Context: an optimization exercise on an open-source flow, tuned for small area. The choices shown serve that exercise and are no tape-out recipe.
Only simulation tests tie the RTL to the original design; equivalence was not proved.
Power is estimated from default activity; no workload was simulated.

==> flow/design.v <==
package rvIsaPkg;
    typedef struct packed {
        logic [6:0] funct7;
        logic [4:0] rs2;
        logic [4:0] rs1;
        logic [2:0] funct3;
        logic [4:0] rd;
        logic [6:0] opcode;
    } rvRType;
    typedef struct packed {
        logic [11:0] imm;
        logic [4:0]  rs1;
        logic [2:0]  funct3;
        logic [4:0]  rd;
        logic [6:0]  opcode;
    } rvIType;
    typedef struct packed {
        logic [6:0] immHi;
        logic [4:0] rs2;
        logic [4:0] rs1;
        logic [2:0] funct3;
        logic [4:0] immLo;
        logic [6:0] opcode;
    } rvSType;
    typedef struct packed {
        logic       imm12;
        logic [5:0] imm10_5;
        logic [4:0] rs2;
        logic [4:0] rs1;
        logic [2:0] funct3;
        logic [3:0] imm4_1;
        logic       imm11;
        logic [6:0] opcode;
    } rvBType;
    typedef struct packed {
        logic [19:0] imm;
        logic [4:0]  rd;
        logic [6:0]  opcode;
    } rvUType;
    typedef struct packed {
        logic       imm20;
        logic [9:0] imm10_1;
        logic       imm11;
        logic [7:0] imm19_12;
        logic [4:0] rd;
        logic [6:0] opcode;
    } rvJType;
    typedef logic [31:0] rvInstWord;
    typedef enum logic [4:0] {
        LOAD   = 5'b00000,
        OPIMM  = 5'b00100,
        STORE  = 5'b01000,
        OP     = 5'b01100,
        LUI    = 5'b01101,
        BRANCH = 5'b11000,
        JALR   = 5'b11001,
        JAL    = 5'b11011,
        SYSTEM = 5'b11100
    } rvOpcode;
    typedef logic [7:0]                asciiChar;
    typedef logic [3*8-1:0]            regText;    
    typedef logic [19*8-1:0]  instText;   
    function automatic asciiChar hexChar(input logic [3:0] nib);
        if (nib < 4'd10) begin
            hexChar = 8'h30 + {4'h0, nib};
        end else begin
            hexChar = 8'h37 + {4'h0, nib};   
        end
    endfunction
endpackage
package traceLinePkg;
    typedef struct packed {
        logic [31:0]         pc;
        logic [31:0]         code;
    } retireRec;
    typedef logic [30*8-1:0] traceLine;
endpackage
`timescale 1ns/1ps
module traceDisasm (
    input  logic                   clk,
    input  logic                   reset,
    input  logic                   retire,
    input  traceLinePkg::retireRec retireData,
    output logic                   charValid,
    output logic [7:0]             charData,
    output logic                   lineDone,
    output logic [16-1:0]  dropCount
);
    localparam logic [3:0] C_R     = 4'd0;    
    localparam logic [3:0] C_IALU  = 4'd1;    
    localparam logic [3:0] C_LW    = 4'd2;
    localparam logic [3:0] C_JALR  = 4'd3;
    localparam logic [3:0] C_SW    = 4'd4;
    localparam logic [3:0] C_BR    = 4'd5;
    localparam logic [3:0] C_JAL   = 4'd6;
    localparam logic [3:0] C_LUI   = 4'd7;
    localparam logic [3:0] C_CSR   = 4'd8;
    localparam logic [3:0] C_MRET  = 4'd9;
    localparam logic [3:0] C_ECALL = 4'd10;
    localparam logic [3:0] C_NOP   = 4'd11;
    localparam logic [3:0] C_STALL = 4'd12;
    localparam logic [3:0] C_ILL   = 4'd13;
    localparam logic [3:0] T_NONE = 4'd0;
    localparam logic [3:0] T_R    = 4'd1;
    localparam logic [3:0] T_I    = 4'd2;
    localparam logic [3:0] T_S    = 4'd3;
    localparam logic [3:0] T_B    = 4'd4;
    localparam logic [3:0] T_J    = 4'd5;
    localparam logic [3:0] T_U    = 4'd6;
    localparam logic [3:0] T_CR   = 4'd7;
    localparam logic [3:0] T_CI   = 4'd8;
    localparam logic [3:0] T_ILL  = 4'd9;
    logic        busy;
    logic [4:0]  cnt;
    logic [31:0] pcr;     
    logic [31:7] code;    
    logic [3:0]  cls;
    logic [3:0]  clsIn;
    logic z25, mhi, lo73, lo13, lo00;
    logic [2:0] inF3; logic [6:0] inF7;
    assign inF3 = retireData.code[14:12]; assign inF7 = retireData.code[31:25];
    assign z25 = retireData.code[31:7] == 25'h0;
    assign mhi = retireData.code[31:7] == 25'h0604000;
    assign lo73 = retireData.code[6:0] == 7'h73;
    assign lo13 = retireData.code[6:0] == 7'h13;
    assign lo00 = retireData.code[6:0] == 7'h00;
    logic f7z; assign f7z = inF7 == 7'h00;
    logic [3:0] oc; logic leg;
    always_comb begin
        oc = C_ILL; leg = 1'b0;
        case (retireData.code[6:2])
            5'b01100: begin oc = C_R; leg = f7z || (inF7 == 7'h20 && (inF3 == 3'b000 || inF3 == 3'b101)); end
            5'b00100: begin oc = C_IALU; leg = (inF3[1:0] != 2'b01) || (inF7[6] == 1'b0 && inF7[4:0] == 5'h0 && (inF3[2] || !inF7[5])); end
            5'b00000: begin oc = C_LW; leg = inF3 == 3'b010; end
            5'b01000: begin oc = C_SW; leg = inF3 == 3'b010; end
            5'b11000: begin oc = C_BR; leg = inF3[2:1] != 2'b01; end
            5'b11011: begin oc = C_JAL; leg = 1'b1; end
            5'b11001: begin oc = C_JALR; leg = inF3 == 3'b000; end
            5'b01101: begin oc = C_LUI; leg = 1'b1; end
            5'b11100: begin oc = C_CSR; leg = inF3[1:0] != 2'b00; end
            default: begin oc = C_ILL; leg = 1'b0; end
        endcase
        if (z25 & lo73) clsIn = C_ECALL;
        else if (z25 & lo13) clsIn = C_NOP;
        else if (z25 & lo00) clsIn = C_STALL;
        else if (mhi & lo73) clsIn = C_MRET;
        else clsIn = leg ? oc : C_ILL;
    end
    always_ff @(posedge clk) begin
        if (reset) begin
            busy <= 1'b0;
        end else if (busy) begin
            busy <= cnt != 5'd31;
        end else begin
            busy <= retire;
        end
    end
    always_ff @(posedge clk) begin
        cnt <= busy ? cnt + 5'd1 : 5'd0;
    end
    always_ff @(posedge clk) begin
        if (!busy) begin
            pcr  <= retireData.pc;
            code <= retireData.code[31:7];
            cls  <= clsIn;
        end else begin
            pcr  <= {pcr[27:0], pcr[31:28]};
        end
    end
    logic [16:0] dcCarry;
    logic [15:0] dcSum;
    assign dcCarry[0] = retire & busy;
    always_comb begin
        for (int i = 0; i < 16; i++) begin
            dcSum[i]       = dropCount[i] ^ dcCarry[i];
            dcCarry[i + 1] = dropCount[i] & dcCarry[i];
        end
    end
    always_ff @(posedge clk) begin
        dropCount <= reset ? 16'h0000 : (dcSum | {16{dcCarry[16]}});
    end
    logic [3:0] sub;
    logic       ops;
    logic [7:0] mnChar;
    logic       mnEnd;
    always_ff @(posedge clk) begin
        if (cnt == 5'd11 || mnEnd) begin
            sub <= 4'd0;
        end else begin
            sub <= sub + 4'd1;
        end
        if (cnt == 5'd11) begin
            ops <= 1'b0;
        end else if (mnEnd) begin
            ops <= 1'b1;
        end
    end
    logic [3:0]  fmt;
    logic [2:0]  f3;
    assign f3 = code[14:12];
    always_comb begin
        case (cls)
            C_R:               fmt = T_R;
            C_IALU, C_LW, C_JALR: fmt = T_I;
            C_SW:              fmt = T_S;
            C_BR:              fmt = T_B;
            C_JAL:             fmt = T_J;
            C_LUI:             fmt = T_U;
            C_CSR:             fmt = f3[2] ? T_CI : T_CR;
            C_MRET, C_ECALL, C_NOP, C_STALL: fmt = T_NONE;
            default:           fmt = T_ILL;
        endcase
    end
    logic isI, isSub;
    assign isI = cls == C_IALU;
    assign isSub = cls == C_R && code[30];
    always_comb begin
        mnChar = " ";
        case (cls)
            C_R, C_IALU: begin
                case (sub[2:0])
                    3'd0: case (f3)
                              3'b000: mnChar = isSub ? "s" : "a";
                              3'b100: mnChar = "x";
                              3'b110: mnChar = "o";
                              3'b111: mnChar = "a";
                              default: mnChar = "s";
                          endcase
                    3'd1: case (f3)
                              3'b000: mnChar = isSub ? "u" : "d";
                              3'b100: mnChar = "o";
                              3'b101, 3'b110: mnChar = "r";
                              3'b111: mnChar = "n";
                              default: mnChar = "l";
                          endcase
                    3'd2: case (f3)
                              3'b000: mnChar = isSub ? "b" : "d";
                              3'b001: mnChar = "l";
                              3'b010, 3'b011: mnChar = "t";
                              3'b100: mnChar = "r";
                              3'b101: mnChar = code[30] ? "a" : "l";
                              3'b110: mnChar = isI ? "i" : " ";
                              default: mnChar = "d";
                          endcase
                    3'd3: mnChar = f3 == 3'b110 ? " " : isI ? "i" : f3 == 3'b011 ? "u" : " ";
                    3'd4: mnChar = isI && f3 == 3'b011 ? "u" : " ";
                    default: mnChar = " ";
                endcase
            end
            C_BR: begin
                case (sub[2:0])
                    3'd0: mnChar = "b";
                    3'd1: mnChar = f3[2] ? (f3[0] ? "g" : "l") : (f3[0] ? "n" : "e");
                    3'd2: mnChar = f3[2] ? (f3[0] ? "e" : "t") : (f3[0] ? "e" : "q");
                    3'd3: mnChar = f3[2:1] == 2'b11 ? "u" : " ";
                    default: mnChar = " ";
                endcase
            end
            C_CSR: begin
                case (sub[2:0])
                    3'd0: mnChar = "c";
                    3'd1: mnChar = "s";
                    3'd2, 3'd3: mnChar = "r";
                    3'd4: mnChar = f3[1] ? (f3[0] ? "c" : "s") : "w";
                    3'd5: mnChar = f3[2] ? "i" : " ";
                    default: mnChar = " ";
                endcase
            end
            C_JAL, C_JALR: begin
                case (sub[2:0])
                    3'd0: mnChar = "j";
                    3'd1: mnChar = "a";
                    3'd2: mnChar = "l";
                    3'd3: mnChar = cls == C_JALR ? "r" : " ";
                    default: mnChar = " ";
                endcase
            end
            C_LW, C_SW: begin
                case (sub[2:0])
                    3'd0: mnChar = cls == C_LW ? "l" : "s";
                    3'd1: mnChar = "w";
                    default: mnChar = " ";
                endcase
            end
            C_LUI: case (sub[2:0])
                    3'd0: mnChar = "l";
                    3'd1: mnChar = "u";
                    3'd2: mnChar = "i";
                    default: mnChar = " ";
                endcase
            C_MRET: case (sub[2:0])
                    3'd0: mnChar = "m";
                    3'd1: mnChar = "r";
                    3'd2: mnChar = "e";
                    3'd3: mnChar = "t";
                    default: mnChar = " ";
                endcase
            C_ECALL: case (sub[2:0])
                    3'd0: mnChar = "e";
                    3'd1: mnChar = "c";
                    3'd2: mnChar = "a";
                    3'd3, 3'd4: mnChar = "l";
                    default: mnChar = " ";
                endcase
            C_NOP: case (sub[2:0])
                    3'd0: mnChar = "n";
                    3'd1: mnChar = "o";
                    3'd2: mnChar = "p";
                    default: mnChar = " ";
                endcase
            C_STALL: case (sub[2:0])
                    3'd0: mnChar = "s";
                    3'd1: mnChar = "t";
                    3'd2: mnChar = "a";
                    3'd3, 3'd4: mnChar = "l";
                    default: mnChar = " ";
                endcase
            default: case (sub[2:0])
                    3'd0: mnChar = "i";
                    3'd1, 3'd2: mnChar = "l";
                    3'd3: mnChar = "e";
                    3'd4: mnChar = "g";
                    3'd5: mnChar = "a";
                    3'd6: mnChar = "l";
                    default: mnChar = " ";
                endcase
        endcase
    end
    assign mnEnd  = !ops && cnt >= 5'd12 && !mnChar[6];
    logic       hex;
    logic [3:0] nib;
    logic [7:0] chr;
    logic fR, fI, fS, fB, fJ, fU, fCR, fCI, fIll, fC, fSB;
    assign fR = fmt == T_R; assign fI = fmt == T_I; assign fS = fmt == T_S; assign fB = fmt == T_B;
    assign fJ = fmt == T_J; assign fU = fmt == T_U; assign fCR = fmt == T_CR; assign fCI = fmt == T_CI;
    assign fIll = fmt == T_ILL; assign fC = fCR | fCI; assign fSB = fS | fB;
    logic [15:0] qd;
    always_comb for (int i = 0; i < 16; i++) qd[i] = sub == i;
    logic sA, sB, sC, sD, sE, sF, sG, sH, sI, sJ, sK, sL, sM, sN, sO, sP;
    assign sA = qd[1] & (fR|fI|fJ|fU|fC);                         
    assign sB = qd[2] & (fR|fI|fJ|fU|fC) | qd[10] & fS;           
    assign sC = qd[1] & fSB | qd[5] & (fR|fI) | qd[9] & fCR | qd[8] & fCI;    
    assign sD = qd[2] & fSB | qd[6] & (fR|fI) | qd[10] & fCR | qd[9] & fCI;   
    assign sE = qd[5] & fSB | qd[9] & fR;              
    assign sF = qd[6] & (fSB|fU|fC) | qd[10] & (fR|fI);  
    assign sG = qd[4] & (fU|fC) | qd[8] & (fI|fS);     
    assign sH = qd[5] & (fU|fC) | qd[9] & fI | qd[8] & fJ;  
    assign sI = qd[5] & fJ | qd[7] & fU;               
    assign sJ = qd[6] & fJ | qd[8] & fU;               
    assign sK = qd[4] & fJ | qd[8] & fB;               
    assign sL = qd[9] & fB;                            
    assign sM = qd[9] & fS | qd[10] & fB;              
    assign sN = qd[11] & fB;                           
    assign sO = qd[7] & fJ;                            
    assign sP = qd[9] & fJ;                            
    assign hex = sA|sB|sC|sD|sE|sF|sG|sH|sI|sJ|sK|sL|sM|sN|sO|sP;
    assign nib = ({4{sA}} & {3'b0, code[11]}) | ({4{sB}} & code[10:7]) | ({4{sC}} & {3'b0, code[19]}) |
                 ({4{sD}} & code[18:15]) | ({4{sE}} & {3'b0, code[24]}) | ({4{sF}} & code[23:20]) |
                 ({4{sG}} & code[31:28]) | ({4{sH}} & code[27:24]) | ({4{sI}} & code[19:16]) |
                 ({4{sJ}} & code[15:12]) | ({4{sK}} & {3'b0, code[31]}) | ({4{sL}} & {code[7], code[30:28]}) |
                 ({4{sM}} & {code[27:25], code[11]}) | ({4{sN}} & {code[10:8], 1'b0}) |
                 ({4{sO}} & {code[20], code[30:28]}) | ({4{sP}} & {code[23:21], 1'b0});
    logic cx, cc, cH;
    assign cx = ~fIll & (fmt != T_NONE) & (qd[0] | qd[4] & (fR|fI|fSB) | qd[8] & (fR|fCR));
    assign cc = ~fIll & (fmt != T_NONE) & (qd[3] | qd[7] & ~fJ & ~fU);
    assign cH = qd[9] & fU | qd[10] & fJ | qd[11] & (fI|fS) | qd[12] & fB;
    logic [7:0] ill;    
    assign ill = (qd[0] | qd[8])  ? "i" :
                 (qd[1] | qd[10]) ? "n" :
                 qd[2]            ? "s" :
                 (qd[3] | qd[7])  ? "t" :
                 qd[4]            ? "r" :
                 qd[5]            ? "u" :
                 qd[6]            ? "c" :
                 qd[9]            ? "o" : " ";
    assign chr = fIll ? ill : cx ? "x" : cc ? "," : cH ? "H" : " ";
    logic       oHex;
    logic [3:0] oNib;
    logic [7:0] oChr;
    always_comb begin
        oHex = 1'b0;
        oNib = pcr[7:4];
        oChr = " ";
        if (cnt <= 5'd9) begin
            oHex = 1'b1;
        end else if (cnt == 5'd10) begin
            oChr = ":";
        end else if (cnt == 5'd11) begin
            oChr = " ";
        end else if (cnt == 5'd31) begin
            oChr = 8'h0A;
        end else if (!ops) begin
            oChr = mnChar;
        end else begin
            oHex = hex;
            oNib = nib;
            oChr = chr;
        end
    end
    assign charData  = oHex ? rvIsaPkg::hexChar(oNib) : oChr;
    assign charValid = busy && cnt[4:1] != 4'd0;
    assign lineDone  = busy && cnt == 5'd31;
endmodule
==> flow/flow/run.sh <==
#!/bin/bash
# The standard layout (standard.sh) with three changes:
#  - synthesis maps logic with an area-oriented ABC script (flow/synth.tcl,
#    flow/area.abc); registers are mapped before ABC, as in the standard flow;
#  - the port buffers are the smallest buffer, sky130_fd_sc_hd__buf_1;
#  - clock tree synthesis inserts no dummy loads.
# Each tool's full output goes to the ORFS logs under orfs/logs and, for the
# whole run, to standard.log in this folder.
set -euo pipefail
W=$(pwd)
bash standard.sh SYNTH_SCRIPT="$W/flow/synth.tcl" \
  "BUFFER_PORTS_ARGS=-buffer_cell sky130_fd_sc_hd__buf_1" \
  "CTS_ARGS=-sink_clustering_enable -repair_clock_nets -buf_list sky130_fd_sc_hd__clkbuf_8 -dont_use_dummy_load" \
  finish > "$W/standard.log" 2>&1
==> flow/flow/area.abc <==
strash
ifraig
scorr
dc2
drw
drf
dc2
strash
&get -n
&deepsyn -T 60 -S 7
&put
strash
dch -f
amap
topo
==> flow/flow/synth.tcl <==
# Standard synthesis (synth_recipe.tcl, unchanged) with one difference: the
# technology-mapping ABC call uses an area-oriented script (area.abc, with ABC's deep AIG synthesis) in place
# of ORFS's delay-oriented one. Registers are mapped by dfflibmap before ABC,
# so they are the standard synthesis's registers.
set area_abc [file join [file dirname [file normalize [info script]]] area.abc]
proc abc {args} {
  global area_abc
  set i [lsearch -exact $args -script]
  if {$i >= 0} {
    lset args [expr {$i + 1}] $area_abc
  }
  yosys abc {*}$args
}
source [file join [file dirname [file dirname [file normalize [info script]]]] synth_recipe.tcl]
==> flow/standard.sh <==
#!/bin/bash
# synth_recipe.tcl (not shown) runs the flow's synth.tcl, then flattens the netlist and writes it again
# the make line also repeats each setting of config.mk as NAME=value (left out here)
make -C /OpenROAD-flow-scripts/flow DESIGN_CONFIG=/design/flow/config.mk WORK_HOME=/design/flow/orfs CLKGATE_MAP_FILE= SYNTH_SCRIPT=/design/flow/synth_recipe.tcl "${@:-finish}"
==> flow/config.mk <==
export PLATFORM = sky130hd
export DESIGN_NAME = traceDisasm
export DESIGN_NICKNAME = traceDisasm
export VERILOG_FILES = /design/flow/design.v
export SDC_FILE = /design/flow/constraint.sdc
export NUM_CORES = 4
export LEC_CHECK = 0
export ABC_AREA = 1
export CAP_MARGIN = 20
export CORE_MARGIN = 2
export CORE_UTILIZATION = 65
export CTS_BUF_LIST = sky130_fd_sc_hd__clkbuf_8
export SLEW_MARGIN = 20
==> flow/constraint.sdc <==
create_clock -name core_clock -period 10.0 [get_ports {clk}]
set_input_delay 2.0000 -clock core_clock [delete_from_list [all_inputs] [get_ports {clk}]]
set_output_delay 2.0000 -clock core_clock [all_outputs]
set_load 0.01 [all_outputs]
==> flow_metrics.env, run 1 <==
export IMPL_status="finished clean"
export IMPL_sw_frac_of_total_pct=27.6
export IMPL_yosysSeqAreaShare_pct=41.9
export IMPL_syn_area_per_cell_sq_um=8.41
export IMPL_drt_total_wl_mm=15.5
export IMPL_drc_errors=0
export IMPL_worst_path_most_repeated_cell="clkinv_1"
export IMPL_core_sq_mm=0.00725
export IMPL_setup_tns_final_ps=0
export IMPL_grt_pass1_wl_mm=24.5
export IMPL_cts_setup_buffers=0
export IMPL_core_rowCount=31
export IMPL_fin_crit_ps=6630
export IMPL_syn_to_final_growth_pct=12.2
export IMPL_initialDrtViolationCount=863
export IMPL_leakagePower_nw=1.99
export IMPL_yosysTopAreaCellShare_pct=24.1
export IMPL_worstRegToRegCells=20
export IMPL_pwr_share_seq_pct=58.1
export IMPL_p_comb_share_pct=15.0
export IMPL_ys_ff_latch=88
export IMPL_overflow=0
export IMPL_finalSetupViolations=0
export IMPL_initial_core_util_pct=67.4
export IMPL_track_usage_pct=37.4
export IMPL_path_buf_inv=5
export IMPL_drv_slew=0
export IMPL_synth_area_leaders="dfxtp_1 24%, edfxtp_1 18%, nor2_1 9.0%, ha_1 7.4%, a22o_1 5.7%"
export IMPL_clkLatencyLatePin_ps=360
export IMPL_ant_nets=0
export IMPL_synth_area_sq_mm=0.00489
export IMPL_crit_required_ps=8000
export IMPL_fp_dieH_um=90.8
export IMPL_setup_worst_path_class="reg2out"
export IMPL_cts_buffers_inserted=9
export IMPL_clk_pin_slew_worst_paths_ps=90
export IMPL_vias_per_cell=6.79
export IMPL_crit_path_end_kind="output pin"
export IMPL_finalCritPeriodShare_pct=66.3
export IMPL_port_buffers=91
export IMPL_cap_violations=0
export IMPL_worst_slew_pin_slew_ps=748
export IMPL_clock_sink_count=88
export IMPL_pwr_share_clk_pct=26.9
export IMPL_p_switching_mw=0.196
export IMPL_fin_nets=781
export IMPL_fin_skew_ps=30.6
export IMPL_yosysMostFrequentCell="nor2_1"
export IMPL_netlist_instances=582
export IMPL_via_count=5313
export IMPL_critPathSlowestCell="edfxtp_1"
export IMPL_htree_num_levels=3
export IMPL_synth_ff_type="dfxtp_1"
export IMPL_ctsResizeCount=0
export IMPL_place_gp_congestion=1.12
export IMPL_drtPass1Iterations=7
export IMPL_antenna_cells=0
export IMPL_grt_max_degree=68
export IMPL_critPathLaunchType="flip-flop"
export IMPL_place_hpwl_mm=11.8
export IMPL_grt_pass1_vias=5124
export IMPL_yosysWarnings=1
export IMPL_p_int_mw=0.514
export IMPL_min_path_cells=1
export IMPL_cts_tree="done"
export IMPL_synth_top_area_cell="dfxtp_1"
export IMPL_fin_util_pct=75.7
export IMPL_power_density_mw_per_mm2=129
export IMPL_synthArstFlopShare_pct=0
export IMPL_dieArea_sq_mm=0.00824
export IMPL_clk_path_buf_depth=2
export IMPL_critPathArrivalTime_ps=4630
export IMPL_crit_cells=18
export IMPL_max_stage_delay_ps=480
export IMPL_ys_top_cells_by_count="117 x nor2_1, 65 x clkinv_1, 59 x dfxtp_1"
export IMPL_antenna_found_initial=0
export IMPL_synth_edff_count=29
export IMPL_ioPinCount=93
export IMPL_hold_viol=0
export IMPL_peakVddDrop_mv=0.0962
export IMPL_critPathMaxFanout=6
export IMPL_critPathTopFamily="compound AO/OA/AOI/OAI gates"
export IMPL_max_freq_ghz=0.151
export IMPL_hold_buffers=0
export IMPL_die_width_um=90.8
export IMPL_worst_hold_path_type="reg2reg"
export IMPL_drive_gt1_share_pct=1.76
export IMPL_max_slew_margin_pct=50.1
export IMPL_synth_nets=678
export IMPL_cts_root_buf="clkbuf_8"
export IMPL_yosys_cell_types_count=46
export IMPL_wl_per_cell_um=19.8
export IMPL_rsz0062_at_grt="no"
export IMPL_path_cells="clkinv_1 > nor2_1 > clkinv_1 > nor2_1 > clkinv_1 > a221oi_1 > a31oi_1 > nand2_1 > o22ai_1 > a221oi_1 > o211ai_1 > o21ai_0 > clkinv_1 > o21bai_1 > nor2_1 > or2_0 > o21ai_0 > buf_1"
routing by layer:
metal  global-route usage [%]  vias up  wire length, um
met5                        0        -                0
met4                     21.4        0              992
met3                     9.27      128             1810
met2                     63.6      492             7310
met1                     42.7     2335             5370
li1                         -     2358                -
power by group through the flow:
stage	registers (mW)	clock network [mW]	logic [mW]
6_report	0.413	0.191	0.106
3_3_place_gp	0.418	0	0.0972
3_5_place_dp	0.420	0	0.102
5_1_grt	0.415	0.203	0.116
4_1_cts	0.412	0.190	0.103
2_1_floorplan	0.415	0	0.0640
worst paths after layout:
kind	end	start	slack, ps
worst min-delay path	pcr[22]	pcr[18]	440
worst max register to register	dropCount[2]	busy	5940
worst max-delay path	charData[0]	cls[2]	3370
worst min register to register	pcr[22]	pcr[18]	440
kinds of logic (layout without fill, tap and decap cells):
kind of cell / count (synthesis) / in the layout / share of synthesized area, %
compound gates: 165 / 165 / 24.3
buf+inv: 66 / 167 / 5.14
fa+ha+maj: 29 / 29 / 7.42
flops: 88 / 88 / 41.9
simple gates: 233 / 233 / 21.1
other cells: 1 / 1 / 0.0767
layout make-up:
class,count,area [sq um]
tap,99,124
clock buffer,9,124
inverter,65,244
sequential,88,2050
multi-input combinational,428,2590
fill,513,1760
timing repair buffer,93,357
state kept, by name, indices dropped and copies added (netlist names):
signal     cells
pcr           32
code          25
dropCount     16
cnt            5
cls            4
sub            4
busy           1
ops            1
cell usage in the layout (no fill, tap or decap), types with 14 or more instances in the layout:
cell and n:
a21oi_1 14, a22o_1 32, a31oi_1 15, buf_1 91, clkinv_1 64, dfxtp_1 59
edfxtp_1 29, ha_1 29, nand2_1 39, nor2_1 117, nor3_1 22, nor4_1 16
o21ai_0 32
through the flow:
step | power [mW] | hold slack, ps | instance area, sq um | worst slack (ps) | instances
after floorplan | 0.479 | 426 | 4890 | 4650 | 582
final | 0.710 | 437 | 5490 | 3370 | 782
after global routing | 0.733 | 455 | 5490 | 3010 | 782
after detailed placement | 0.522 | 444 | 5370 | 3910 | 773
after CTS | 0.705 | 438 | 5490 | 3510 | 782
after global placement | 0.515 | 434 | 5370 | 4020 | 773
==> run 2, diff against run 1 <==
--- a/flow/config.mk
+++ b/flow/config.mk
@@ -10,3 +10,3 @@
 export CORE_MARGIN = 2
-export CORE_UTILIZATION = 65
+export CORE_UTILIZATION = 40
 export CTS_BUF_LIST = sky130_fd_sc_hd__clkbuf_8
==> run 2 against run 1 <==
Still clean on timing, DRC and antenna. Hold slack gained 4.1 ps. Sequential cell count did not move. Final cell count increased by 6.1%. Sequential power is essentially flat. Synthesized cell count did not move. Largest power group unchanged.
==> flow_metrics.env, run 2 <==
export IMPL_vias_per_cell=5.96
export IMPL_synth_adder_area_share_pct=7.42
export IMPL_p_switching_mw=0.193
export IMPL_yosysTopAreaCellShare_pct=24.1
export IMPL_max_freq_ghz=0.148
export IMPL_antenna_cells=0
export IMPL_crit_path_end_kind="output pin"
export IMPL_place_gp_congestion=1.03
export IMPL_via_count=4945
export IMPL_crit_required_ps=8000
export IMPL_reg_top3="pcr x32, code x25, dropCount x16"
export IMPL_leakagePower_nw=1.99
export IMPL_dieArea_sq_mm=0.0131
export IMPL_initial_core_util_pct=40.9
export IMPL_worst_r2r_endpoint="dropCount[7]"
export IMPL_port_buffers=91
export IMPL_stdcell_count=830
export IMPL_yosysSeqAreaShare_pct=41.9
export IMPL_p_int_mw=0.514
export IMPL_ys_top_cells_by_count="117 x nor2_1, 65 x clkinv_1, 59 x dfxtp_1"
export IMPL_setup_tns_final_ps=0
export IMPL_yosysWarnings=1
export IMPL_clock_sink_count=88
export IMPL_r2r_start="busy"
export IMPL_core_rowCount=40
export IMPL_hold_viol=0
export IMPL_use_met2_pct=36.4
export IMPL_clkLatencyLatePin_ps=380
export IMPL_hold_buffers=0
export IMPL_pwr_share_clk_pct=27.1
export IMPL_clk_path_buf_depth=2
export IMPL_worst_hold_path_type="reg2reg"
export IMPL_multi_input_area_sq_mm=0.00259
export IMPL_rsz0062_at_grt="no"
export IMPL_fp_dieH_um=115
export IMPL_clk_pin_slew_worst_paths_ps=100
export IMPL_worst_r2r_setup_slack_ps=5830
export IMPL_largest_reg_flops=32
export IMPL_fin_skew_ps=25.3
export IMPL_cap_violations=0
export IMPL_critPathArrivalTime_ps=4740
export IMPL_yosysMostFrequentCell="nor2_1"
export IMPL_fillers=1195
export IMPL_syn_area_per_cell_sq_um=8.41
export IMPL_ys_ff_latch=88
export IMPL_critPathMaxFanout=10
export IMPL_power_density_mw_per_mm2=127
export IMPL_synth_top_area_cell="dfxtp_1"
export IMPL_wl_per_cell_um=18.3
export IMPL_htree_num_levels=3
export IMPL_ctsResizeCount=0
export IMPL_fin_nets=781
export IMPL_finalCritPeriodShare_pct=67.4
export IMPL_critPathLaunchType="flip-flop"
export IMPL_status="finished clean"
export IMPL_drtPass1Iterations=5
export IMPL_mostFrequentLayoutCells="117 x nor2_1, 91 x buf_1, 64 x clkinv_1"
export IMPL_synth_edff_count=29
export IMPL_initialDrtViolationCount=362
export IMPL_yosys_area_share_simple_pct=21.1
export IMPL_synth_compound_area_share_pct=24.3
export IMPL_grt_max_degree=68
export IMPL_synth_area_leaders="dfxtp_1 24%, edfxtp_1 18%, nor2_1 9.0%, ha_1 7.4%, a22o_1 5.7%"
export IMPL_die_width_um=115
export IMPL_sw_frac_of_total_pct=27.3
export IMPL_antenna_found_initial=0
export IMPL_netlist_instances=582
export IMPL_worst_slew_pin_slew_ps=719
export IMPL_crit_start="sub[0]"
export IMPL_pwr_share_seq_pct=58.2
export IMPL_use_met1_pct=30.5
export IMPL_synthMuxAreaShare_pct=0
export IMPL_track_usage_pct=23.7
export IMPL_cts_tree="done"
export IMPL_cts_setup_buffers=0
export IMPL_finalSetupViolations=0
export IMPL_core_sq_mm=0.0120
export IMPL_grt_busiest_layer="met2"
export IMPL_cts_root_buf="clkbuf_8"
export IMPL_worstSetupEndpoint="charData[6]"
export IMPL_largest_register="pcr"
export IMPL_drv_slew=0
export IMPL_p_comb_share_pct=14.7
export IMPL_grt_pass1_wl_mm=24.2
export IMPL_final_common_cell="nor2_1"
export IMPL_drive_gt1_share_pct=1.76
export IMPL_max_slew_margin_pct=52.0
export IMPL_fin_crit_ps=6740
export IMPL_synth_top_family_by_area="compound AO/OA/AOI/OAI gates"
export IMPL_synth_xor_area_share_pct=0
export IMPL_met3_usage_pct=5.08
export IMPL_setup_worst_path_class="reg2out"
export IMPL_cts_buffers_inserted=9
export IMPL_peakVddDrop_mv=0.0960
export IMPL_synthArstFlopShare_pct=0
export IMPL_ant_nets=0
export IMPL_drt_total_wl_mm=15.2
export IMPL_synth_nets=678
export IMPL_seqCellArea_sq_mm=0.00205
export IMPL_place_hpwl_mm=11.9
export IMPL_synth_area_sq_mm=0.00489
export IMPL_placedCellCount=821
export IMPL_overflow=0
export IMPL_worstRegToRegCells=21
export IMPL_ioPinCount=93
export IMPL_grt_pass1_vias=4739
export IMPL_drc_errors=0
export IMPL_synth_ff_type="dfxtp_1"
export IMPL_syn_to_final_growth_pct=13.4
export IMPL_yosys_cell_types_count=46
[run 2: cell counts after synthesis]
Identical to the previous run, type by type.
[run 2: power by group through the flow]
stage / registers (mW) / clock network [mW] / logic, mW
2_1_floorplan: 0.415 / 0 / 0.0640
3_3_place_gp: 0.419 / 0 / 0.102
3_5_place_dp: 0.419 / 0 / 0.102
4_1_cts: 0.411 / 0.196 / 0.103
5_1_grt: 0.414 / 0.209 / 0.116
6_report: 0.411 / 0.192 / 0.104
[run 2: final cells by class]
| type | instances | share of cell area [%] |
|---|---|---|
| flip-flops and latches | 88 | 37.0 |
| clock buffers | 9 | 2.23 |
| well taps | 147 | 3.31 |
| multi-input cells | 428 | 46.7 |
| repair buffers | 93 | 6.43 |
| inverters | 65 | 4.40 |
[run 2: how the worst min path moves through the flow]
stage	endpoint	cells after the start	startpoint	slack [ps]
after floorplan	pcr[30]	1	pcr[26]	430
final	pcr[21]	1	pcr[17]	440
after global routing	pcr[29]	1	pcr[25]	450
after detailed placement	pcr[30]	1	pcr[26]	430
after CTS	pcr[29]	1	pcr[25]	440
after global placement	pcr[30]	1	pcr[26]	430
[run 2: cell families (layout without fill, tap and decap cells)]
group / count (synthesis) / after routing
fa+ha+maj: 29 / 29
other cells: 1 / 1
simple gates: 233 / 233
compound gates: 165 / 165
buf+inv: 66 / 167
flops: 88 / 88
[run 2: layer usage]
metal  share of wire [%]  vias to the layer above  routed length [um]
met5                   0                        -                   0
met4                 5.1                        0                 771
met3                 7.5                       59                1140
met2                  44                      245                6740
met1                  43                     2287                6510
li1                    -                     2354                   -
[run 2: through the flow]
step | area [sq um] | hold WS, ps | utilization, % | worst slack, ps | power [mW]
floorplan | 4890 | 426 | - | 4650 | 0.479
CTS | 5550 | 437 | 46.4 | 3430 | 0.710
finish | 5550 | 441 | 46.4 | 3260 | 0.707
global placement | 5430 | 433 | 45.4 | 3730 | 0.522
global route | 5550 | 449 | 46.4 | 2900 | 0.739
detailed placement | 5430 | 433 | 45.4 | 3860 | 0.521
[run 2: worst max-delay path, stage by stage (launching register included)]
cell and delay, ps:
dfxtp_1 390, clkinv_1 110, ha_1 410, clkinv_1 340, nor2_1 510, clkinv_1 380, or3_1 450, o21ai_0 140
nor4_1 120, a31oi_1 260, a21oi_1 170, o21bai_1 210, nor2_1 250, clkinv_1 140, nor2_1 220, a31o_1 140
buf_1 150
==> run 3, diff against run 2 <==
--- a/flow/design.v
+++ b/flow/design.v
@@ -118,7 +118,14 @@
     logic [3:0]  clsIn;
-    logic z25, mhi, lo73, lo13, lo00;
-    logic [2:0] inF3; logic [6:0] inF7;
-    assign inF3 = retireData.code[14:12]; assign inF7 = retireData.code[31:25];
-    assign z25 = retireData.code[31:7] == 25'h0;
-    assign mhi = retireData.code[31:7] == 25'h0604000;
+    logic       z25;      
+    logic       mhi;      
+    logic       lo73;
+    logic       lo13;
+    logic       lo00;
+    logic [2:0] inF3;
+    logic [6:0] inF7;
+    logic       f7z;
+    assign inF3 = retireData.code[14:12];
+    assign inF7 = retireData.code[31:25];
+    assign z25  = retireData.code[31:7] == 25'h0;
+    assign mhi  = retireData.code[31:7] == 25'h0604000;
     assign lo73 = retireData.code[6:0] == 7'h73;
@@ -126,4 +133,5 @@
     assign lo00 = retireData.code[6:0] == 7'h00;
-    logic f7z; assign f7z = inF7 == 7'h00;
-    logic [3:0] oc; logic leg;
+    assign f7z  = inF7 == 7'h00;
+    logic [3:0] oc;
+    logic       leg;
     always_comb begin
@@ -152,3 +160,3 @@
         end else if (busy) begin
-            busy <= cnt != 5'd31;
+            busy <= cnt != 5'd19;
         end else begin
@@ -158,3 +166,3 @@
     always_ff @(posedge clk) begin
-        cnt <= busy ? cnt + 5'd1 : 5'd0;
+        cnt <= busy ? cnt + 5'd1 : 5'd20;
     end
@@ -186,3 +194,3 @@
     always_ff @(posedge clk) begin
-        if (cnt == 5'd11 || mnEnd) begin
+        if (cnt == 5'd31 || mnEnd) begin
             sub <= 4'd0;
@@ -191,3 +199,3 @@
         end
-        if (cnt == 5'd11) begin
+        if (cnt == 5'd31) begin
             ops <= 1'b0;
@@ -328,3 +336,3 @@
     end
-    assign mnEnd  = !ops && cnt >= 5'd12 && !mnChar[6];
+    assign mnEnd  = !ops && cnt <= 5'd18 && !mnChar[6];
     logic       hex;
@@ -383,9 +391,9 @@
         oChr = " ";
-        if (cnt <= 5'd9) begin
+        if (cnt >= 5'd20 && cnt <= 5'd29) begin
             oHex = 1'b1;
-        end else if (cnt == 5'd10) begin
+        end else if (cnt == 5'd30) begin
             oChr = ":";
-        end else if (cnt == 5'd11) begin
-            oChr = " ";
         end else if (cnt == 5'd31) begin
+            oChr = " ";
+        end else if (cnt == 5'd19) begin
             oChr = 8'h0A;
@@ -400,4 +408,4 @@
     assign charData  = oHex ? rvIsaPkg::hexChar(oNib) : oChr;
-    assign charValid = busy && cnt[4:1] != 4'd0;
-    assign lineDone  = busy && cnt == 5'd31;
+    assign charValid = busy && cnt[4:1] != 4'b1010;
+    assign lineDone  = busy && cnt == 5'd19;
 endmodule
==> run 3 against run 2 <==
Critical endpoint is now charData[4]. Critical path type unchanged. First-iteration DRC count is 15% higher. Hold slack improved by 17 ps. Sequential cell count unchanged. Largest cell class unchanged. Cell area is 0.47% lower. Still clean. Setup slack worse by 370 ps. Highest routed layer unchanged. Largest power group unchanged. Clock-buffer cell count stayed put.
==> flow_metrics.env, run 3 <==
export IMPL_synth_edff_count=29
export IMPL_fin_crit_ps=7120
export IMPL_synth_top_area_cell="dfxtp_1"
export IMPL_port_buffers=91
export IMPL_pwr_share_clk_pct=19.2
export IMPL_syn_to_final_growth_pct=13.5
export IMPL_syn_area_per_cell_sq_um=8.39
export IMPL_seqCellArea_sq_mm=0.00205
export IMPL_antenna_found_initial=0
export IMPL_drv_slew=0
export IMPL_largest_register="pcr"
export IMPL_power_density_mw_per_mm2=176
export IMPL_p_comb_share_pct=35.3
export IMPL_wl_per_cell_um=17.8
export IMPL_path_cells="clkinv_1 > nor2_1 > clkinv_1 > nor2_1 > nor3_1 > a31oi_1 > or3_1 > o21ai_0 > or4_1 > or4b_1 > o41ai_1 > o21ai_0 > o21ai_0 > nor2_1 > clkinv_1 > nor2_1 > a21oi_1 > buf_1"
export IMPL_worst_hold_path_type="reg2reg"
export IMPL_yosysMostFrequentCell="nor2_1"
export IMPL_max_stage_delay_ps=560
export IMPL_reg_top3="pcr x32, code x25, dropCount x16"
export IMPL_p_switching_mw=0.367
export IMPL_min_path_cells=1
export IMPL_critPathSlowestCell="o41ai_1"
export IMPL_fin_skew_ps=48.6
export IMPL_mostFrequentLayoutCells="118 x nor2_1, 91 x buf_1, 67 x clkinv_1"
export IMPL_critPathTopFamily="simple AND/OR/NAND/NOR gates"
export IMPL_synth_ff_type="dfxtp_1"
export IMPL_initial_core_util_pct=40.7
export IMPL_synthArstFlopShare_pct=0
export IMPL_via_count=4830
export IMPL_finalCritPeriodShare_pct=71.2
export IMPL_finalSetupViolations=0
export IMPL_hp_start="pcr[31]"
export IMPL_grt_pass1_wl_mm=24.1
export IMPL_crit_cells=18
export IMPL_initialDrtViolationCount=415
export IMPL_synth_nets=675
export IMPL_final_common_cell="nor2_1"
export IMPL_drive_gt1_share_pct=1.76
export IMPL_sw_frac_of_total_pct=37.8
export IMPL_track_usage_pct=23.4
export IMPL_setup_tns_final_ps=0
export IMPL_drt_total_wl_mm=14.7
export IMPL_grt_max_degree=68
export IMPL_worst_slew_pin_slew_ps=934
export IMPL_r2r_start="busy"
export IMPL_netlist_instances=580
export IMPL_ys_ff_latch=88
export IMPL_ys_top_cells_by_count="118 x nor2_1, 68 x clkinv_1, 59 x dfxtp_1"
export IMPL_overflow=0
export IMPL_fp_dieH_um=114
export IMPL_core_rowCount=40
export IMPL_cts_buffers_inserted=9
export IMPL_rsz0062_at_grt="no"
export IMPL_place_gp_congestion=0.974
export IMPL_setup_slack_ps=2880
export IMPL_critPathLaunchType="flip-flop"
export IMPL_fin_nets=778
export IMPL_multi_input_area_sq_mm=0.00255
export IMPL_crit_path_end_kind="output pin"
export IMPL_cts_root_buf="clkbuf_8"
export IMPL_largest_reg_flops=32
export IMPL_critPathMaxFanout=8
export IMPL_clk_path_buf_depth=2
export IMPL_antenna_cells=0
export IMPL_hold_viol=0
export IMPL_ant_nets=0
export IMPL_cts_setup_buffers=0
export IMPL_worstRegToRegCells=20
export IMPL_path_buf_inv=4
export IMPL_hold_buffers=0
export IMPL_clk_pin_slew_worst_paths_ps=90
export IMPL_place_hpwl_mm=11.6
export IMPL_max_slew_margin_pct=37.5
export IMPL_fillers=1184
export IMPL_clock_sink_count=88
export IMPL_crit_start="cls[2]"
export IMPL_critPathArrivalTime_ps=5120
export IMPL_fin_util_pct=46.2
export IMPL_worst_path_most_repeated_cell="nor2_1"
export IMPL_drtPass1Iterations=5
export IMPL_ioPinCount=93
export IMPL_htree_num_levels=3
export IMPL_yosysTopAreaCellShare_pct=24.3
export IMPL_yosysWarnings=1
export IMPL_drc_errors=0
export IMPL_cts_tree="done"
export IMPL_grt_pass1_vias=4803
export IMPL_clkLatencyLatePin_ps=360
export IMPL_place_ws_ps=3390
export IMPL_cap_violations=0
export IMPL_setup_worst_path_class="reg2out"
export IMPL_peakVddDrop_mv=0.0842
export IMPL_core_sq_mm=0.0120
export IMPL_ctsResizeCount=0
export IMPL_dieArea_sq_mm=0.0131
export IMPL_yosys_cell_types_count=48
export IMPL_leakagePower_nw=2.03
export IMPL_max_freq_ghz=0.140
export IMPL_yosysSeqAreaShare_pct=42.2
export IMPL_synth_area_sq_mm=0.00487
export IMPL_pwr_share_seq_pct=45.6
export IMPL_p_int_mw=0.603
export IMPL_status="finished clean"
export IMPL_synth_area_leaders="dfxtp_1 24%, edfxtp_1 18%, nor2_1 9.1%, ha_1 7.2%, a22o_1 5.6%"
export IMPL_die_width_um=114
export IMPL_vias_per_cell=5.83
export IMPL_crit_required_ps=8000
run 3: cell count changes after synthesis, moves of 3 or more:
cell | previous run | this run
nand2_1 | 39 | 34
nand3_1 | 12 | 7
or3_1 | 6 | 10
a22oi_1 | 5 | 8
o41ai_1 | 0 | 3
a21oi_1 | 14 | 28
o22ai_1 | 12 | 7
clkinv_1 | 65 | 68
nor4_1 | 16 | 7
o21bai_1 | 3 | 0
a221oi_1 | 6 | 3
run 3: through the flow:
| stage | power (mW) | std cells | hold WS, ps | instance area [sq um] |
|---|---|---|---|---|
| finish | 0.970 | 828 | 459 | 5520 |
| global route | 1.03 | 828 | 480 | 5520 |
| CTS | 0.970 | 828 | 457 | 5520 |
| detailed placement | 0.782 | 819 | 442 | 5400 |
| global placement | 0.785 | 819 | 434 | 5400 |
| floorplan | 0.668 | 580 | 426 | 4870 |
run 3: area by class of cell:
class | count | area share, %
clock buffers | 9 | 2.24
inverters | 68 | 4.62
multi-input cells | 423 | 46.2
flip-flops and latches | 88 | 37.2
well taps | 147 | 3.33
repair buffers | 93 | 6.46
run 3: final timing paths:
path | end | slack [ps]
worst max-delay path | charData[4] | 2880
worst min-delay path | pcr[3] | 460
worst max register to register | dropCount[11] | 6020
worst min register to register | pcr[3] | 460
run 3: per-layer routing:
layer / share of wire, % / vias to the layer above / global-route usage (%)
met5: 0 / - / 0
li1: - / 2338 / -
met1: 45 / 2270 / 31.1
met4: 2.2 / 0 / 9.19
met2: 45 / 191 / 36.3
met3: 6.9 / 31 / 6.35
run 3: power groups by stage:
stage	logic (mW)	clock network, mW	registers (mW)
after floorplan	0.232	0	0.436
after global placement	0.337	0	0.448
after detailed placement	0.333	0	0.449
after CTS	0.336	0.193	0.441
after global routing	0.381	0.206	0.446
final	0.342	0.186	0.442
run 3: cells by family after synthesis:
group | Yosys count | share of synthesized area (%)
flops | 88 | 42.2
buf+inv | 69 | 5.40
other cells | 1 | 0.0771
simple gates | 224 | 20.5
fa+ha+maj | 28 | 7.20
compound gates | 170 | 24.7
==> run 4, diff against run 3 <==
--- a/flow/flow/run.sh
+++ b/flow/flow/run.sh
@@ -12,3 +12,3 @@
   "BUFFER_PORTS_ARGS=-buffer_cell sky130_fd_sc_hd__buf_1" \
-  "CTS_ARGS=-sink_clustering_enable -repair_clock_nets -buf_list sky130_fd_sc_hd__clkbuf_8 -dont_use_dummy_load" \
+  "CTS_ARGS=-sink_clustering_enable -repair_clock_nets -buf_list sky130_fd_sc_hd__clkbuf_8 -dont_use_dummy_load -sink_clustering_size 30 -sink_clustering_max_diameter 150" \
   finish > "$W/standard.log" 2>&1
==> run 4 against run 3 <==
Cell area is 0.25% higher. Maximum frequency is 1.7% higher. Sequential share of layout area is 0.092 points lower. Sequential power hardly changed. First-iteration DRC count is 3.9% lower. Still clean. Synthesized cell count is 0.34% higher. Non-clock buffer count stayed put. Register-to-register slack better by 50 ps.
==> flow_metrics.env, run 4 <==
export IMPL_critPathLaunchType="flip-flop"
export IMPL_finalCritPeriodShare_pct=70.0
export IMPL_max_slew_margin_pct=48.0
export IMPL_place_gp_congestion=0.959
export IMPL_hold_viol=0
export IMPL_grt_pass1_wl_mm=24.9
export IMPL_yosysWarnings=1
export IMPL_p_switching_mw=0.362
export IMPL_netlist_instances=582
export IMPL_place_hpwl_mm=12.4
export IMPL_drc_errors=0
export IMPL_worstRegToRegCells=13
export IMPL_core_rowCount=40
export IMPL_use_met2_pct=40.8
export IMPL_critPathMaxFanout=9
export IMPL_rsz0062_at_grt="no"
export IMPL_fin_util_pct=46.3
export IMPL_ant_nets=0
export IMPL_via_count=4925
export IMPL_antenna_cells=0
export IMPL_port_buffers=91
export IMPL_max_freq_ghz=0.143
export IMPL_max_stage_delay_ps=620
export IMPL_fin_crit_ps=7000
export IMPL_ioPinCount=93
export IMPL_core_sq_mm=0.0120
export IMPL_path_cells="clkinv_1 > nor2_1 > nand2_1 > clkinv_1 > a21oi_1 > or3_1 > o22a_1 > or2_0 > o22ai_1 > clkinv_1 > o22ai_1 > a2111oi_0 > a21oi_1 > o21ai_0 > nor2_1 > clkinv_1 > o221ai_1 > buf_1"
export IMPL_critPathArrivalTime_ps=5000
export IMPL_htree_num_levels=3
export IMPL_largest_reg_flops=32
export IMPL_setup_slack_ps=3000
export IMPL_setup_worst_path_class="reg2out"
export IMPL_dieArea_sq_mm=0.0131
export IMPL_hold_end="pcr[30]"
export IMPL_cts_root_buf="clkbuf_8"
export IMPL_yosysTopAreaCellShare_pct=24.2
export IMPL_drt_total_wl_mm=15.7
export IMPL_synth_area_sq_mm=0.00488
export IMPL_mostFrequentLayoutCells="126 x nor2_1, 91 x buf_1, 70 x clkinv_1"
export IMPL_initialDrtViolationCount=399
export IMPL_clk_path_buf_depth=2
export IMPL_synth_ff_type="dfxtp_1"
export IMPL_drv_slew=0
export IMPL_largest_register="pcr"
export IMPL_grt_busiest_layer="met2"
export IMPL_grt_pass1_vias=4805
export IMPL_cts_tree="done"
export IMPL_use_met1_pct=29.2
export IMPL_synth_edff_count=29
export IMPL_syn_to_final_growth_pct=13.5
export IMPL_initial_core_util_pct=40.8
export IMPL_worst_path_most_repeated_cell="clkinv_1"
export IMPL_synth_area_leaders="dfxtp_1 24%, edfxtp_1 18%, nor2_1 9.7%, ha_1 7.2%, a22o_1 5.7%"
export IMPL_pwr_share_seq_pct=46.2
export IMPL_place_ws_ps=3420
export IMPL_worst_hold_path_type="reg2reg"
export IMPL_clkLatencyLatePin_ps=360
export IMPL_grt_max_degree=68
export IMPL_cts_buffers_inserted=9
export IMPL_whs_ps=456
export IMPL_synthArstFlopShare_pct=0
export IMPL_antenna_found_initial=0
export IMPL_sw_frac_of_total_pct=37.9
export IMPL_reg_top3="pcr x32, code x25, dropCount x16"
export IMPL_track_usage_pct=24.5
export IMPL_leakagePower_nw=2.04
export IMPL_wl_per_cell_um=18.9
export IMPL_die_width_um=114
export IMPL_fin_nets=780
export IMPL_final_common_cell="nor2_1"
export IMPL_fin_skew_ps=25.3
export IMPL_p_comb_share_pct=34.2
export IMPL_worst_slew_pin_slew_ps=761
export IMPL_finalSetupViolations=0
export IMPL_vias_per_cell=5.93
export IMPL_peakVddDrop_mv=0.100
export IMPL_setup_tns_final_ps=0
export IMPL_status="finished clean"
export IMPL_p_int_mw=0.594
export IMPL_worst_r2r_setup_slack_ps=6070
export IMPL_ys_ff_latch=88
export IMPL_r2r_start="cls[3]"
export IMPL_cap_violations=0
export IMPL_crit_required_ps=8000
export IMPL_worst_r2r_endpoint="sub[3]"
export IMPL_totalPowerFinal_mw=0.956
export IMPL_fp_dieH_um=114
export IMPL_clk_pin_slew_worst_paths_ps=80
export IMPL_overflow=0
export IMPL_yosysSeqAreaShare_pct=42.1
export IMPL_yosys_cell_types_count=52
export IMPL_ctsResizeCount=0
export IMPL_critPathSlowestCell="edfxtp_1"
export IMPL_crit_path_end_kind="output pin"
export IMPL_drive_gt1_share_pct=1.76
export IMPL_ys_top_cells_by_count="126 x nor2_1, 71 x clkinv_1, 59 x dfxtp_1"
export IMPL_met3_usage_pct=4.82
export IMPL_pwr_share_clk_pct=19.5
export IMPL_power_density_mw_per_mm2=173
export IMPL_syn_area_per_cell_sq_um=8.38
export IMPL_synth_top_area_cell="dfxtp_1"
export IMPL_yosysMostFrequentCell="nor2_1"
export IMPL_hp_start="pcr[26]"
export IMPL_drtPass1Iterations=7
export IMPL_min_path_cells=1
export IMPL_synth_nets=677
export IMPL_clock_sink_count=88
export IMPL_cts_setup_buffers=0
export IMPL_hold_buffers=0
-- run 4: cell count changes after synthesis, moves of 4 or more --
cell     change
a21oi_1     -11
a22oi_1      -5
nand2_1      +5
nor2_1       +8
nor3_1       +4
nor4_1       +4
o21ai_0      -6
or3_1        -6
-- run 4: cells by family (layout without fill, tap and decap cells) --
kind of cell             Yosys count  in the layout  share of synthesized area [%]
buffers and inverters             72            173                           5.62
flip-flops                        88             88                           42.1
AO/OA/AOI/OAI                    164            164                           24.8
other                              1              1                         0.0768
adder cells (fa/ha/maj)           28             28                           7.18
AND/OR/NAND/NOR                  229            229                           20.3
-- run 4: worst max-delay path: cells and delay by family, from the launching register on --
family	cells	cell delay, ps
AND/OR/NAND/NOR	5	1400
flip-flops	1	620
AO/OA/AOI/OAI	8	1590
buffers and inverters	5	1030
-- run 4: stage by stage --
step | std cells | area (sq um)
after global routing | 830 | 5540
after CTS | 830 | 5540
final | 830 | 5540
after floorplan | 582 | 4880
after detailed placement | 821 | 5410
after global placement | 821 | 5410
-- run 4: power by group through the flow --
stage,combinational (mW),clock [mW],sequential (mW)
final,0.327,0.187,0.442
after global routing,0.356,0.208,0.445
after CTS,0.321,0.194,0.441
after detailed placement,0.319,0,0.448
after global placement,0.326,0,0.449
after floorplan,0.218,0,0.435
-- run 4: layer usage --
layer	wire length, um	vias up
met4	755	0
met2	7520	271
met5	0	-
met3	1200	60
li1	-	2342
met1	6210	2252
-- run 4: layout make-up --
type                            instances  area (sq um)
Sequential cell                        88          2050
Multi-Input combinational cell        422          2550
Inverter                               71           267
Tap cell                              147           184
Timing Repair Buffer                   93           357
Clock buffer                            9           124
Fill cell                            1202          6420
-- run 4: worst max path at each step --
stage / depth (start not counted) / from / end / slack, ps
after floorplan: 18 / cls[2] / charData[1] / 4650
after global placement: 18 / cls[3] / charData[0] / 3280
after detailed placement: 18 / cls[3] / charData[0] / 3420
after CTS: 18 / cls[3] / charData[0] / 3010
after global routing: 19 / cls[2] / charData[0] / 2690
final: 18 / cls[3] / charData[0] / 3000

## re-timing with driven ports
The flow's constraints put no driver on any port. The routed layouts listed below were extracted and timed again, unchanged, in two steps.
Step 1 (the two cells are an assumption about what drives the block):
set clk [get_ports {clk}]
set_driving_cell -lib_cell sky130_fd_sc_hd__clkbuf_16 $clk
set_driving_cell -lib_cell sky130_fd_sc_hd__buf_2 [delete_from_list [all_inputs] $clk]
Step 2 moves the port delays by t, midway between the first and last clock arrival at a register: inputs arrive t later, outputs are due t later. That takes back most of the time a late clock gives input paths.
Slacks: ideal ports / drivers / drivers and shift; pairs: ideal ports / drivers.
run | t (ns) | setup WS [ns] | worst setup path after step 2 | worst data-port slew with drivers (ns) | cell pins on the clock port's net
run 1 | 0.377 | 3.371 / 3.339 / 3.715 | register to output | 0.05 | 1
run 2 | 0.394 | 3.256 / 3.219 / 3.613 | register to output | 0.04 | 1
run 3 | 0.372 | 2.882 / 2.848 / 3.220 | register to output | 0.04 | 1
run 4 | 0.373 | 3.003 / 2.972 / 3.345 | register to output | 0.04 | 1
After both steps setup and hold are still met in every run listed.
